Context: an optimization exercise on an open-source flow, tuned for a short achievable clock period and few clock cycles. The choices shown serve that exercise and are no tape-out recipe.
The RTL was checked by simulation tests, not by an equivalence proof against the original design.
Power figures rest on the tool's default switching activity, not on a simulated workload.

<file path="flow/run.sh">
#!/bin/bash
# synth_recipe.tcl (not shown) runs the flow's synth.tcl, then flattens the netlist and writes it again
# the make line also repeats each setting of config.mk as NAME=value (left out here)
make -C /OpenROAD-flow-scripts/flow DESIGN_CONFIG=/design/flow/config.mk WORK_HOME=/design/flow/orfs CLKGATE_MAP_FILE= SYNTH_SCRIPT=/design/flow/synth_recipe.tcl finish
</file>
<file path="flow/config.mk">
export PLATFORM = sky130hd
export DESIGN_NAME = seq_store_top
export DESIGN_NICKNAME = seq_store_top
export VERILOG_FILES = /design/flow/design.v
export SDC_FILE = /design/flow/constraint.sdc
export NUM_CORES = 4
export LEC_CHECK = 0
export CAP_MARGIN = 20
export CORE_MARGIN = 2
export CORE_UTILIZATION = 56
export CTS_CLUSTER_DIAMETER = 120
export CTS_CLUSTER_SIZE = 20
export SETUP_SLACK_MARGIN = 3.95
export SLEW_MARGIN = 20
</file>
<file path="flow/constraint.sdc">
create_clock -name core_clock -period 6.3 [get_ports {clk_i}]
set_input_delay 1.2600 -clock core_clock [delete_from_list [all_inputs] [get_ports {clk_i}]]
set_output_delay 1.2600 -clock core_clock [all_outputs]
set_load 0.01 [all_outputs]
</file>
<file path="flow/design.v">
`default_nettype none
package store_pkg;
  localparam int unsigned BUS_NIBBLES = 16;
  localparam int unsigned BUS_BYTES   = 8;
  localparam int unsigned BUS_NB_W    = 4;
  localparam int unsigned SEQ_NIBBLES = 32;
  localparam int unsigned SEQ_NB_W    = 5;
  typedef struct packed {
    logic [SEQ_NIBBLES-1:0][3:0] nb;
    logic [SEQ_NIBBLES-1:0]      en;
  } seq_entry_t;
  typedef struct packed {
    logic [BUS_NB_W-1:0] addr_off;
    logic                is_head;
    logic [BUS_NB_W:0]   lbn;
    logic                is_last;
    logic                is_final;
  } txn_beat_t;
  typedef struct packed {
    logic [7:0] vstart;
    logic [1:0] eew;
  } meta_t;
  typedef struct packed {
    logic [4*BUS_NIBBLES-1:0] data;
    logic [BUS_BYTES-1:0]     strb;
    logic                     last;
  } w_beat_t;
  typedef struct packed {
    logic [BUS_NB_W:0]       size;     
    logic [SEQ_NB_W:0]       fill;     
    logic [BUS_NB_W-1:0]     lower;
    logic [BUS_NIBBLES-1:0]  win;      
    logic                    last;
    logic                    final_;
  } txn_dec_t;
  typedef struct packed {
    logic [SEQ_NB_W-1:0]     rot;      
    logic [SEQ_NB_W-1:0]     ptr;      
    logic [1:0]              pops;     
    logic                    need2;    
    logic [BUS_NIBBLES-1:0]  win;
    logic                    last;
  } plan_t;
  localparam int unsigned OUT_CAP = 3;   
  localparam int unsigned ENTRY_W   = 5 * SEQ_NIBBLES;
  localparam int unsigned TXN_W     = 12;
  localparam int unsigned META_W    = 10;
  localparam int unsigned TXN_DEC_W = 2 * BUS_NB_W + 1 + SEQ_NB_W + 1 + BUS_NIBBLES + 2;
  localparam int unsigned BEAT_W    = 4 * BUS_NIBBLES + BUS_BYTES + 1;
endpackage
`default_nettype wire
`timescale 1ns/1ps
`default_nettype none
module word_queue #(
  parameter int unsigned SW    = 8,
  parameter int unsigned DEPTH = 4,
  parameter bit          PUSH  = 0     
) (
  input  wire logic          clk_i,
  input  wire logic          rst_ni,
  input  wire logic          valid_i,
  output logic               ready_o,
  input  wire logic [SW-1:0] data_i,
  input  wire logic          pop_i,
  output logic               head_v_o,
  output logic [SW-1:0]      head_o,
  output logic [DEPTH-1:0]   occ_o
);
  logic [DEPTH-1:0][SW-1:0] sl_q;
  logic [DEPTH-1:0]         occ_q;    
  logic [DEPTH-1:0]         occ_d;
  logic [DEPTH-1:0]         wr_here;
  logic                     ready_q;
  logic                     take;
  assign take = valid_i && (PUSH || ready_q);
  always_comb begin
    for (int k = 0; k < DEPTH; k++) begin
      if (pop_i) begin
        wr_here[k] = take && occ_q[k] && (k == DEPTH - 1 || !occ_q[(k + 1) % DEPTH]);
      end else begin
        wr_here[k] = take && !occ_q[k] && (k == 0 || occ_q[(k + DEPTH - 1) % DEPTH]);
      end
    end
    occ_d = occ_q;
    if (pop_i && !take) occ_d = occ_q >> 1;
    if (!pop_i && take) occ_d = {occ_q[DEPTH-2:0], 1'b1};
  end
  always_ff @(posedge clk_i or negedge rst_ni) begin
    if (!rst_ni) begin
      occ_q   <= '0;
    end else begin
      occ_q   <= occ_d;
    end
  end
  always_ff @(posedge clk_i) begin
    ready_q <= !occ_q[DEPTH-1] && !(take && occ_q[DEPTH-2]);
  end
  always_ff @(posedge clk_i) begin
    for (int k = 0; k < DEPTH; k++) begin
      if (wr_here[k]) begin
        sl_q[k] <= data_i;
      end else if (pop_i) begin
        sl_q[k] <= (k == DEPTH - 1) ? sl_q[k] : sl_q[(k + 1) % DEPTH];
      end
    end
  end
  assign ready_o  = ready_q;
  assign occ_o    = occ_q;
  assign head_v_o = occ_q[0];
  assign head_o   = sl_q[0];
endmodule
module staged_queue #(
  parameter int unsigned IW    = 8,    
  parameter int unsigned SW    = 8,    
  parameter int unsigned DEPTH = 4
) (
  input  wire logic          clk_i,
  input  wire logic          rst_ni,
  input  wire logic          valid_i,
  output logic               ready_o,
  input  wire logic [IW-1:0] data_i,
  output logic [IW-1:0]      raw_o,
  input  wire logic [SW-1:0] store_i,
  input  wire logic          pop_i,
  output logic               head_v_o,
  output logic [SW-1:0]      head_o
);
  logic [IW-1:0] in_q;
  logic          in_v_q;
  logic          ready_q;
  logic          take;
  logic          room;
  logic [DEPTH-1:0] occ;
  assign take = valid_i && ready_q;
  always_ff @(posedge clk_i or negedge rst_ni) begin
    if (!rst_ni) begin
      in_v_q <= 1'b0;
    end else begin
      in_v_q <= take;
    end
  end
  always_ff @(posedge clk_i) begin
    in_q <= data_i;
  end
  always_comb begin
    case ({1'b0, in_v_q} + {1'b0, take})
      2'd0:    room = !occ[DEPTH-1];
      2'd1:    room = !occ[DEPTH-2];
      default: room = !occ[DEPTH-3];
    endcase
  end
  always_ff @(posedge clk_i) begin
    ready_q <= room;
  end
  word_queue #(.SW(SW), .DEPTH(DEPTH), .PUSH(1'b1)) u_q (
    .clk_i    (clk_i),
    .rst_ni   (rst_ni),
    .valid_i  (in_v_q),
    .ready_o  (),
    .data_i   (store_i),
    .pop_i    (pop_i),
    .head_v_o (head_v_o),
    .head_o   (head_o),
    .occ_o    (occ)
  );
  assign ready_o = ready_q;
  assign raw_o   = in_q;
endmodule
module seq_buffer #(
  parameter int unsigned DEPTH = 4,
  parameter int unsigned PW    = 2     
) (
  input  wire logic                  clk_i,
  input  wire logic                  rst_ni,
  input  wire logic                  rx_valid_i,
  output logic                       rx_ready_o,
  input  wire store_pkg::seq_entry_t rx_entry_i,
  input  wire logic [1:0]            pop_i,
  output logic                       ge1_o,
  output logic                       ge2_o,
  output store_pkg::seq_entry_t      head0_o,
  output store_pkg::seq_entry_t      head1_o
);
  logic [DEPTH-1:0][store_pkg::ENTRY_W-1:0] st_q;
  logic                  ready_q;
  logic                  ge1_q;
  logic                  ge2_q;
  logic [PW-1:0]         wr_q;
  logic [PW-1:0]         rd_q;
  logic [PW-1:0]         rd1x_q;    
  logic [PW-1:0]         rd1;
  logic [PW:0]           cnt_q;
  logic [PW:0]           left;      
  logic                  take;
  assign take = rx_valid_i && ready_q;
  assign left = cnt_q - {{(PW-1){1'b0}}, pop_i};
  assign rd1  = rd1x_q ^ (PW)'(1);
  always_ff @(posedge clk_i or negedge rst_ni) begin
    if (!rst_ni) begin
      ge1_q   <= 1'b0;
      ge2_q   <= 1'b0;
      wr_q    <= '0;
      rd_q    <= '0;
      rd1x_q  <= '0;
      cnt_q   <= '0;
    end else begin
      ge1_q   <= take ? 1'b1 : (left >= (PW + 1)'(1));
      ge2_q   <= take ? (left >= (PW + 1)'(1)) : (left >= (PW + 1)'(2));
      cnt_q   <= take ? left + 1'b1 : left;
      if (take) wr_q <= wr_q + 1'b1;
      rd_q   <= rd_q + {{(PW-1){1'b0}}, pop_i};
      rd1x_q <= (rd1 + {{(PW-1){1'b0}}, pop_i}) ^ (PW)'(1);
    end
  end
  always_ff @(posedge clk_i) begin
    ready_q <= take ? (cnt_q < (PW + 1)'(DEPTH - 1)) : (cnt_q < (PW + 1)'(DEPTH));
  end
  always_ff @(posedge clk_i) begin
    for (int k = 0; k < DEPTH; k++) begin
      if (take && wr_q == (PW)'(k)) st_q[k] <= rx_entry_i;
    end
  end
  assign rx_ready_o = ready_q;
  assign ge1_o      = ge1_q;
  assign ge2_o      = ge2_q;
  assign head0_o    = st_q[rd_q];
  assign head1_o    = st_q[rd1];
endmodule
`default_nettype wire
`timescale 1ns/1ps
`default_nettype none
module nibble_cursor (
  input  wire logic                       clk_i,
  input  wire logic                       rst_ni,
  input  wire logic                       txn_v_i,
  input  wire store_pkg::txn_dec_t        txn_i,
  output logic                            txn_pop_o,
  input  wire logic                       meta_v_i,
  input  wire logic [store_pkg::SEQ_NB_W-1:0] meta_off_i,
  output logic                            meta_pop_o,
  input  wire logic                       plan_take_i,
  output logic                            plan_v_o,
  output store_pkg::plan_t                plan_o
);
  localparam int unsigned NW = store_pkg::SEQ_NB_W;
  logic             cont_q;     
  logic [NW-1:0]    ptr_q;      
  logic             plan_v_q;
  store_pkg::plan_t plan_q;
  store_pkg::plan_t plan_d;
  logic             adv;
  logic [NW:0]   ends_f, ends_c;
  logic [NW-1:0] rot_f, rot_c;
  logic [1:0]    pops_f, pops_c;
  logic          gt32_f, gt32_c;
  logic ge32_f, ge32_c;
  assign ends_f = {1'b0, meta_off_i} + {1'b0, txn_i.size};
  assign ends_c = {1'b0, ptr_q}      + {1'b0, txn_i.size};
  assign ge32_f = {1'b0, meta_off_i} >= txn_i.fill;
  assign ge32_c = {1'b0, ptr_q}      >= txn_i.fill;
  assign gt32_f = {1'b0, meta_off_i} >  txn_i.fill;
  assign gt32_c = {1'b0, ptr_q}      >  txn_i.fill;
  assign pops_f = txn_i.final_ ? (gt32_f ? 2'd2 : 2'd1) : {1'b0, ge32_f};
  assign pops_c = txn_i.final_ ? (gt32_c ? 2'd2 : 2'd1) : {1'b0, ge32_c};
  assign rot_f  = meta_off_i - {1'b0, txn_i.lower};
  assign rot_c  = ptr_q      - {1'b0, txn_i.lower};
  assign adv = txn_v_i && (cont_q || meta_v_i) && (!plan_v_q || plan_take_i);
  always_comb begin
    plan_d.rot   = !cont_q ? rot_f  : rot_c;
    plan_d.ptr   = !cont_q ? meta_off_i : ptr_q;
    plan_d.pops  = !cont_q ? pops_f : pops_c;
    plan_d.need2 = !cont_q ? gt32_f : gt32_c;
    plan_d.win   = txn_i.win;
    plan_d.last  = txn_i.last;
  end
  always_ff @(posedge clk_i or negedge rst_ni) begin
    if (!rst_ni) begin
      cont_q   <= 1'b0;
      ptr_q    <= '0;
      plan_v_q <= 1'b0;
    end else begin
      if (adv) begin
        cont_q   <= !txn_i.final_;
        ptr_q    <= !cont_q ? ends_f[NW-1:0] : ends_c[NW-1:0];
        plan_v_q <= 1'b1;
      end else if (plan_take_i) begin
        plan_v_q <= 1'b0;
      end
    end
  end
  always_ff @(posedge clk_i) begin
    if (adv) plan_q <= plan_d;
  end
  assign txn_pop_o  = adv;
  assign meta_pop_o = adv && !cont_q;
  assign plan_v_o   = plan_v_q;
  assign plan_o     = plan_q;
endmodule
`default_nettype wire
`timescale 1ns/1ps
`default_nettype none
module store_commit_fsm (
  input  wire logic              clk_i,
  input  wire logic              rst_ni,
  input  wire logic              plan_v_i,
  input  wire logic              need2_i,
  input  wire logic [1:0]        pops_i,
  output logic                   plan_take_o,
  input  wire logic              ent_ge1_i,
  input  wire logic              ent_ge2_i,
  output logic [1:0]             ent_pop_o,
  input  wire logic              w_pop_i,
  output logic                   issue_o
);
  logic [2:0] infl_q;
  logic       full_q;
  logic       go;
  logic [2:0] infl_d;
  assign go     = plan_v_i && (need2_i ? ent_ge2_i : ent_ge1_i) && !full_q;
  assign infl_d = infl_q + {2'b0, go} - {2'b0, w_pop_i};
  always_ff @(posedge clk_i or negedge rst_ni) begin
    if (!rst_ni) begin
      infl_q <= '0;
      full_q <= 1'b0;
    end else begin
      infl_q <= infl_d;
      full_q <= infl_d >= 3'(store_pkg::OUT_CAP);
    end
  end
  assign plan_take_o = go;
  assign ent_pop_o   = go ? pops_i : 2'd0;
  assign issue_o     = go;
endmodule
`default_nettype wire
`timescale 1ns/1ps
`default_nettype none
module beat_packer (
  input  wire logic                  clk_i,
  input  wire logic                  rst_ni,
  input  wire logic                  issue_i,
  input  wire store_pkg::plan_t      plan_i,
  input  wire store_pkg::seq_entry_t head0_i,
  input  wire store_pkg::seq_entry_t head1_i,
  output logic                       beat_v_o,
  output store_pkg::w_beat_t         beat_o
);
  localparam int unsigned N  = store_pkg::SEQ_NIBBLES;
  localparam int unsigned NW = store_pkg::SEQ_NB_W;
  localparam int unsigned B  = store_pkg::BUS_NIBBLES;
  localparam int unsigned CW = B + 7;   
  logic [N-1:0][4:0]  join_d;
  logic [CW-1:0][4:0] crs_d;
  logic [CW-1:0][4:0] crs_q;
  logic [2:0]         c_rot_q;
  logic [B-1:0]       c_win_q;
  logic               c_last_q;
  logic               c_v_q;
  logic [B-1:0][4:0]  bus;
  logic [B-1:0][3:0]  nb;
  logic [B-1:0]       en;
  logic [store_pkg::BUS_BYTES-1:0] strb;
  logic [N-1:0][4:0]  r16;
  always_comb begin
    for (int c = 0; c < N; c++) begin
      join_d[c] = {head0_i.en[c], head0_i.nb[c]};
    end
    for (int c = 0; c < B; c++) begin
      if (NW'(c) < plan_i.ptr) join_d[c] = {head1_i.en[c], head1_i.nb[c]};
    end
    for (int j = 0; j < N; j++) begin
      r16[j] = plan_i.rot[4] ? join_d[(j + 16) % N] : join_d[j];
    end
    for (int j = 0; j < CW; j++) begin
      crs_d[j] = plan_i.rot[3] ? r16[j + 8] : r16[j];
    end
  end
  logic [B+2:0][4:0]  r4;
  logic [B:0][4:0]    r2;
  always_comb begin
    for (int j = 0; j < B + 3; j++) begin
      r4[j] = c_rot_q[2] ? crs_q[j + 4] : crs_q[j];
    end
    for (int j = 0; j < B + 1; j++) begin
      r2[j] = c_rot_q[1] ? r4[j + 2] : r4[j];
    end
    for (int i = 0; i < B; i++) begin
      bus[i] = c_rot_q[0] ? r2[i + 1] : r2[i];
      nb[i]  = c_win_q[i] ? bus[i][3:0] : 4'd0;
      en[i]  = c_win_q[i] && bus[i][4];
    end
    for (int k = 0; k < store_pkg::BUS_BYTES; k++) begin
      strb[k] = en[2*k] | en[2*k+1];
    end
  end
  always_ff @(posedge clk_i or negedge rst_ni) begin
    if (!rst_ni) begin
      c_v_q <= 1'b0;
    end else begin
      c_v_q <= issue_i;
    end
  end
  always_ff @(posedge clk_i) begin
    crs_q    <= crs_d;
    c_rot_q  <= plan_i.rot[2:0];
    c_win_q  <= plan_i.win;
    c_last_q <= plan_i.last;
  end
  assign beat_v_o = c_v_q;
  assign beat_o   = {nb, strb, c_last_q};
endmodule
`default_nettype wire
`timescale 1ns/1ps
`default_nettype none
module w_beat_fifo (
  input  wire logic               clk_i,
  input  wire logic               rst_ni,
  input  wire logic               push_i,
  input  wire store_pkg::w_beat_t beat_i,
  output logic                    w_valid_o,
  input  wire logic               w_ready_i,
  output store_pkg::w_beat_t      w_o,
  output logic                    w_pop_o
);
  localparam int unsigned BW = store_pkg::BEAT_W;
  logic [2:0][BW-1:0] ring_q;
  logic [BW-1:0]      out_q;
  logic               out_v_q;
  logic [1:0]         wr_q;
  logic [1:0]         rd_q;
  logic [1:0]         rd1;
  logic [1:0]         cnt_q;
  logic [1:0]         cnt_d;
  logic               pop;
  logic [BW-1:0]      head_d;
  function automatic logic [1:0] next3(input logic [1:0] p);
    next3 = (p == 2'd2) ? 2'd0 : p + 2'd1;
  endfunction
  assign pop   = (cnt_q != 2'd0) && w_ready_i;
  assign rd1   = next3(rd_q);
  assign cnt_d = cnt_q + {1'b0, push_i} - {1'b0, pop};
  always_comb begin
    if (pop) begin
      head_d = (cnt_q >= 2'd2) ? ring_q[rd1] : beat_i;
    end else begin
      head_d = (cnt_q >= 2'd1) ? ring_q[rd_q] : beat_i;
    end
  end
  always_ff @(posedge clk_i or negedge rst_ni) begin
    if (!rst_ni) begin
      out_v_q <= 1'b0;
      wr_q    <= '0;
      rd_q    <= '0;
      cnt_q   <= '0;
    end else begin
      out_v_q <= cnt_d != 2'd0;
      cnt_q   <= cnt_d;
      if (push_i) wr_q <= next3(wr_q);
      if (pop)    rd_q <= rd1;
    end
  end
  always_ff @(posedge clk_i) begin
    for (int k = 0; k < 3; k++) begin
      if (push_i && wr_q == 2'(k)) ring_q[k] <= beat_i;
    end
    out_q <= head_d;
  end
  assign w_valid_o = out_v_q;
  assign w_o       = out_q;
  assign w_pop_o   = pop;
endmodule
`default_nettype wire
`timescale 1ns/1ps
`default_nettype none
module seq_store_top (
  input  wire logic                  clk_i,
  input  wire logic                  rst_ni,
  input  wire logic                  rx_deshfu_valid_i,
  output logic                       rx_deshfu_ready_o,
  input  wire store_pkg::seq_entry_t rx_deshfu_i,
  input  wire logic                  txn_valid_i,
  output logic                       txn_ready_o,
  input  wire store_pkg::txn_beat_t  txn_i,
  input  wire logic                  meta_valid_i,
  output logic                       meta_ready_o,
  input  wire store_pkg::meta_t      meta_i,
  output logic                       axi_w_valid_o,
  input  wire logic                  axi_w_ready_i,
  output store_pkg::w_beat_t         axi_w_o
);
  localparam int unsigned NW = store_pkg::SEQ_NB_W;
  localparam int unsigned DW = store_pkg::TXN_DEC_W;
  store_pkg::txn_beat_t txn_raw;
  store_pkg::txn_dec_t  txn_dec;
  store_pkg::txn_dec_t  txn_head;
  logic                 txn_head_v;
  logic                 txn_pop;
  logic [4:0]  size_hl, size_h;
  logic [5:0]  fill_hl, fill_l;
  logic [15:0] win_lo, win_up;
  always_comb begin
    size_hl = txn_raw.lbn - {1'b0, txn_raw.addr_off};
    size_h  = 5'd16 - {1'b0, txn_raw.addr_off};
    for (int i = 0; i < store_pkg::BUS_NIBBLES; i++) begin
      win_lo[i] = 4'(i) >= txn_raw.addr_off;
      win_up[i] = 5'(i) < txn_raw.lbn;
    end
    fill_hl = 6'd32 - {1'b0, txn_raw.lbn} + {2'b0, txn_raw.addr_off};
    fill_l  = 6'd32 - {1'b0, txn_raw.lbn};
    case ({txn_raw.is_head, txn_raw.is_last})
      2'b11:   begin txn_dec.size = size_hl;     txn_dec.fill = fill_hl; end
      2'b10:   begin txn_dec.size = size_h;      txn_dec.fill = {2'b01, txn_raw.addr_off}; end
      2'b01:   begin txn_dec.size = txn_raw.lbn; txn_dec.fill = fill_l; end
      default: begin txn_dec.size = 5'd16;       txn_dec.fill = 6'd16; end
    endcase
    txn_dec.lower  = txn_raw.is_head ? txn_raw.addr_off : 4'd0;
    txn_dec.win    = (txn_raw.is_head ? win_lo : 16'hffff) & (txn_raw.is_last ? win_up : 16'hffff);
    txn_dec.last   = txn_raw.is_last;
    txn_dec.final_ = txn_raw.is_final;
  end
  staged_queue #(.IW(store_pkg::TXN_W), .SW(DW), .DEPTH(4)) u_txn_q (
    .clk_i    (clk_i),
    .rst_ni   (rst_ni),
    .valid_i  (txn_valid_i),
    .ready_o  (txn_ready_o),
    .data_i   (txn_i),
    .raw_o    (txn_raw),
    .store_i  (txn_dec),
    .pop_i    (txn_pop),
    .head_v_o (txn_head_v),
    .head_o   (txn_head)
  );
  logic [NW-1:0]    meta_off;
  logic [NW-1:0]    meta_head;
  logic             meta_head_v;
  logic             meta_pop;
  always_comb begin
    case (meta_i.eew)
      2'd0:    meta_off = {meta_i.vstart[3:0], 1'b0};
      2'd1:    meta_off = {meta_i.vstart[2:0], 2'b0};
      2'd2:    meta_off = {meta_i.vstart[1:0], 3'b0};
      default: meta_off = {meta_i.vstart[0],   4'b0};
    endcase
  end
  word_queue #(.SW(NW), .DEPTH(4)) u_meta_q (
    .clk_i    (clk_i),
    .rst_ni   (rst_ni),
    .valid_i  (meta_valid_i),
    .ready_o  (meta_ready_o),
    .data_i   (meta_off),
    .pop_i    (meta_pop),
    .head_v_o (meta_head_v),
    .head_o   (meta_head),
    .occ_o    ()
  );
  store_pkg::seq_entry_t head0;
  store_pkg::seq_entry_t head1;
  logic                  ent_ge1;
  logic                  ent_ge2;
  logic [1:0]            ent_pop;
  seq_buffer #(.DEPTH(4), .PW(2)) u_seq_buffer (
    .clk_i      (clk_i),
    .rst_ni     (rst_ni),
    .rx_valid_i (rx_deshfu_valid_i),
    .rx_ready_o (rx_deshfu_ready_o),
    .rx_entry_i (rx_deshfu_i),
    .pop_i      (ent_pop),
    .ge1_o      (ent_ge1),
    .ge2_o      (ent_ge2),
    .head0_o    (head0),
    .head1_o    (head1)
  );
  store_pkg::plan_t   plan;
  logic               plan_v;
  logic               plan_take;
  logic               issue;
  logic               w_pop;
  logic               beat_v;
  store_pkg::w_beat_t beat;
  nibble_cursor u_nibble_cursor (
    .clk_i       (clk_i),
    .rst_ni      (rst_ni),
    .txn_v_i     (txn_head_v),
    .txn_i       (txn_head),
    .txn_pop_o   (txn_pop),
    .meta_v_i    (meta_head_v),
    .meta_off_i  (meta_head),
    .meta_pop_o  (meta_pop),
    .plan_take_i (plan_take),
    .plan_v_o    (plan_v),
    .plan_o      (plan)
  );
  store_commit_fsm u_store_commit_fsm (
    .clk_i       (clk_i),
    .rst_ni      (rst_ni),
    .plan_v_i    (plan_v),
    .need2_i     (plan.need2),
    .pops_i      (plan.pops),
    .plan_take_o (plan_take),
    .ent_ge1_i   (ent_ge1),
    .ent_ge2_i   (ent_ge2),
    .ent_pop_o   (ent_pop),
    .w_pop_i     (w_pop),
    .issue_o     (issue)
  );
  beat_packer u_beat_packer (
    .clk_i    (clk_i),
    .rst_ni   (rst_ni),
    .issue_i  (issue),
    .plan_i   (plan),
    .head0_i  (head0),
    .head1_i  (head1),
    .beat_v_o (beat_v),
    .beat_o   (beat)
  );
  w_beat_fifo u_w_beat_fifo (
    .clk_i     (clk_i),
    .rst_ni    (rst_ni),
    .push_i    (beat_v),
    .beat_i    (beat),
    .w_valid_o (axi_w_valid_o),
    .w_ready_i (axi_w_ready_i),
    .w_o       (axi_w_o),
    .w_pop_o   (w_pop)
  );
endmodule
`default_nettype wire
</file>
==> results.txt <==
worst max-delay path by stage:
stage | endpoint | start | cells after the start | slack (ns)
CTS | rx_deshfu_ready_o | u_seq_buffer.ready_q | 1 | 3.83
finish | rx_deshfu_ready_o | u_seq_buffer.ready_q | 1 | 3.87
global route | rx_deshfu_ready_o | u_seq_buffer.ready_q | 1 | 3.81
detailed placement | u_seq_buffer.st_q[227] | rx_deshfu_valid_i | 3 | 2.41
floorplan | u_store_commit_fsm.full_q | axi_w_ready_i | 11 | 3.34
global placement | u_seq_buffer.st_q[224] | rx_deshfu_valid_i | 3 | 2.49
per-layer routing:
layer | wire (µm) | part of all wire, % | GRT usage (%) | up-vias
met1 | 65500 | 40 | 41.9 | 18600
li1 | - | - | - | 15600
met4 | 5770 | 3.5 | 10.2 | 16
met3 | 12500 | 7.7 | 4.00 | 262
met2 | 79400 | 49 | 48.5 | 1583
met5 | 109 | 0.067 | 0 | -
power groups by stage:
stage,clock network [W],logic (W),registers (W)
4_1_cts,0.00512,0.0158,0.0134
3_3_place_gp,0,0.0139,0.0138
2_1_floorplan,0,0.00994,0.0129
5_1_grt,0.00541,0.0177,0.0136
6_report,0.00503,0.0167,0.0134
3_5_place_dp,0,0.0141,0.0140
state kept, by name, summed over array words and instances (netlist names), 4 cells and up:
signal / flops
u_txn_q.u_q.occ_q: 4
u_beat_packer.crs_q: 115
u_beat_packer.c_win_q: 16
u_w_beat_fifo.out_q: 73
u_nibble_cursor.ptr_q: 5
u_w_beat_fifo.ring_q: 219
u_txn_q.u_q.sl_q: 132
u_meta_q.sl_q: 16
u_seq_buffer.st_q: 640
u_txn_q.in_q: 12
u_nibble_cursor.plan_q: 30
u_meta_q.occ_q: 4
cells by family (layout without fill, tap and decap cells):
group / Yosys count / after routing / synth area share (%)
flip-flops: 1299 / 1299 / 62.3
AND/OR/NAND/NOR: 645 / 654 / 5.12
multiplexers: 760 / 760 / 20.4
other: 0 / 11 / 0
adder cells (fa/ha/maj): 51 / 51 / 1.16
AO/OA/AOI/OAI: 769 / 769 / 8.12
buffers and inverters: 327 / 620 / 2.52
XOR/XNOR: 26 / 26 / 0.388
stage by stage:
step / std cells / area (µm²) / worst slack [ns] / util, %
floorplan: 3877 / 58900 / 3.34 / -
global placement: 5307 / 62500 / 2.49 / 60.2
detailed placement: 5308 / 62600 / 2.41 / 60.3
CTS: 5521 / 66400 / 3.83 / 64.0
global route: 5565 / 67600 / 3.81 / 65.2
finish: 5570 / 67700 / 3.87 / 65.2
final cells by class:
| cell class | count | area share [%] |
|---|---|---|
| flip-flops and latches | 1299 | 54.3 |
| multi-input cells | 2260 | 32.3 |
| repair buffers | 425 | 7.23 |
| clock buffers | 124 | 3.08 |
| well taps | 1380 | 2.55 |
| inverters | 65 | 0.403 |
| clock inverters | 5 | 0.0980 |
| diodes | 11 | 0.0407 |
| repair inverters | 1 | 0.0129 |
placed cells by master (no fill, tap or decap), types with 13 or more instances in the layout:
cell type                            n
sky130_fd_sc_hd__buf_4              76
sky130_fd_sc_hd__mux2i_4            18
sky130_fd_sc_hd__clkbuf_1           48
sky130_fd_sc_hd__mux4_2            336
sky130_fd_sc_hd__clkbuf_16          83
sky130_fd_sc_hd__dfxtp_1           158
sky130_fd_sc_hd__nand2_1           241
sky130_fd_sc_hd__buf_6              75
sky130_fd_sc_hd__nor2b_1            74
sky130_fd_sc_hd__buf_12             38
sky130_fd_sc_hd__mux2i_1           245
sky130_fd_sc_hd__clkdlybuf4s50_1   180
sky130_fd_sc_hd__inv_1              52
sky130_fd_sc_hd__a22oi_1            23
sky130_fd_sc_hd__and2_1             68
sky130_fd_sc_hd__a211oi_1           22
sky130_fd_sc_hd__a21oi_1           221
sky130_fd_sc_hd__dfxtp_2            44
sky130_fd_sc_hd__a21o_1             13
sky130_fd_sc_hd__o21ai_0           204
sky130_fd_sc_hd__dfxtp_4            21
sky130_fd_sc_hd__buf_16             13
sky130_fd_sc_hd__or2_2              13
sky130_fd_sc_hd__o21a_1             75
sky130_fd_sc_hd__a21boi_0           69
sky130_fd_sc_hd__dfrtp_1            30
sky130_fd_sc_hd__a21oi_2            18
sky130_fd_sc_hd__edfxtp_1         1037
sky130_fd_sc_hd__ha_1               35
sky130_fd_sc_hd__buf_2              24
sky130_fd_sc_hd__a221oi_1           15
sky130_fd_sc_hd__mux2_2            133
sky130_fd_sc_hd__a32oi_1            19
sky130_fd_sc_hd__nor2_1            163
sky130_fd_sc_hd__mux2i_2            27
what timing repair did:
item                                    4_1_cts  5_1_grt
gates resized for setup                     574      136
pin swaps                                    18       18
endpoints found under the setup margin     1296      475
hold buffers                                  0        0
gates cloned                                 14        9
buffers inserted                             70       29
==> reports/results.txt <==
remaining global-route overflow: 0
nature of the critical path startpoint: flip-flop
footprint of the multi-input gates: 21800 µm²
number of max-cap violations: 0
largest net degree at the start of global routing: 88
Hold EP: u_beat_packer.c_rot_q[2]
Pins Over Slew Limit: 0
Hold Fails Final Rpt: 0
data arrival time of the worst path: 1.17 ns
H-Tree Level Count: 3
ratio of cells with drive above 1 in the final layout: 25.6%
crit share post-route: 38.5%
horizontal die dimension: 328 µm
largest area contributor in the synthesized netlist: sky130_fd_sc_hd__edfxtp_1
clock period minus final worst setup slack: 2.43 ns
cell count of the worst hold path: 0
Avg WL per Cell: 29.3 µm
final setup TNS: 0 ns
area share of the largest cell type after synthesis: 53.0%
largest cells by area after synthesis: sky130_fd_sc_hd__edfxtp_1, sky130_fd_sc_hd__mux4_2, sky130_fd_sc_hd__dfxtp_1
top flip-flop cell by instance count after synthesis: sky130_fd_sc_hd__edfxtp_1
number of fillers in the final layout: 7324
Synth Register Bits: 1299
via count: 36000
fraction of power spent switching nets: 38.9%
via/cell ratio: 6.47
most used standard cells in the synthesized netlist: sky130_fd_sc_hd__edfxtp_1, sky130_fd_sc_hd__mux4_2, sky130_fd_sc_hd__mux2i_1, sky130_fd_sc_hd__nand2_1, sky130_fd_sc_hd__a21oi_1
net count of the finished layout: 4365
dpl hpwl: 101000 µm
syn_area_per_cell: 15.2 µm²
synthesized instance count: 3877
Cell Rows: 118
CTS root buf: sky130_fd_sc_hd__clkbuf_16
crit-path max FO: 2
synth unique cells: 74
Synth Cell Area: 58700 µm²
sequential element share of the synthesized area: 62.3%
antenna-violating nets left: 0
worst reg2reg path endpoint: u_store_commit_fsm.full_q
Pwr Density: 520 nW/µm²
number of I/O port buffers: 260
Routed WL: 163000 µm
Crit-path slowest cell: sky130_fd_sc_hd__dfxtp_4
Num CTS Buffers: 74
clock insertion delay at the later pin of the skew report: 0.68 ns
unrepaired setup endpoints after global routing: true
highest attainable clock frequency: 412 MHz
Tot Pwr: 0.0351 W
Sink Count: 1299
number of antenna violations at the first check in global routing: 24
area growth from synthesis to final layout: 15.2%
startpoint of the worst register-to-register path: u_w_beat_fifo.cnt_q[0]
first drt pass iteration count: 6
Clock Skews: 0.0268 ns
Synth Warn #: 9
leakage power: 22.9 nW
I/O pin count: 265
Final Hold Slack: 0.347 ns
worst endpoint required time: 5.04 ns
Max-slew headroom: 22.7%
number of nets in the synthesized netlist: 4116
RePlAce Congestion: 0.899
overall die height: 328 µm
kind of path behind the tightest hold check: reg -> reg
first-pass GRT wire length: 236000 µm
number of synthesized flops with an enable pin: 1037
area inside the core boundary: 104000 µm²
clk slew on worst S/H paths: 0.09 ns
worst path cell trace: buf_6
combined buffer and inverter count along the critical path: 1
count of final setup violators: 0
cell family with most CP delay: flip-flops
total die area: 108000 µm²
most instantiated library cell after synthesis: sky130_fd_sc_hd__edfxtp_1
outcome: complete, no violations
CTS max path bufs: 3
via count of the first global-routing pass: 35500
net switching component of the power: 0.0137 W
maximum vdd drop: 0.491 mV
power share of the sequential group: 38.2%
DRC viols: 0
worst min-delay path startpoint: u_nibble_cursor.plan_q[27]
largest stage delay on the critical path: 0.37 ns
async set-or-reset flop fraction in the synthesized netlist: 3.00%
reg2reg path depth: 10
register-to-register path setup slack: 3.89 ns
initial drt markers: 4088
kind of end point of the critical path: primary output
Crit Path Class: reg -> out
Starting Density: 56.6%
combinational cell fraction of total power: 47.5%
design internal power: 0.0215 W
CTS tree: built
worst-margin pin slew: 1.15 ns
Sequential Area: 36700 µm²
proportion of power drawn by the clock network: 14.3%
global-route usage over all layers: 29.8%
Testbench counts, summed over its fixed seeds: cycles 8,528.

-- afterwards: timing with drivers on the ports --
How much do the figures lean on ideal ports? The routed layout below was timed once more, with nothing changed but the port constraints. Step 1 (the two cells are an assumption about what drives the block):
set clk [get_ports {clk_i}]
set_driving_cell -lib_cell sky130_fd_sc_hd__clkbuf_16 $clk
set_driving_cell -lib_cell sky130_fd_sc_hd__buf_2 [delete_from_list [all_inputs] $clk]
Step 2 times the ports against the registers' clock, not the clock port: input delays grow and output delays shrink by t, the midpoint of the rising clock arrivals with the driver on. a / b / c = ideal / step 1 / step 2; a / b = the first two.
t, ns: 0.741
slack for setup (ns): 3.872 / 3.799 / 3.178
pins driven straight from the clock port: 1
After both steps setup and hold are still met in this run. For this run, drivers alone change the setup slack by -0.073 ns; drivers and shift together by -0.694 ns.
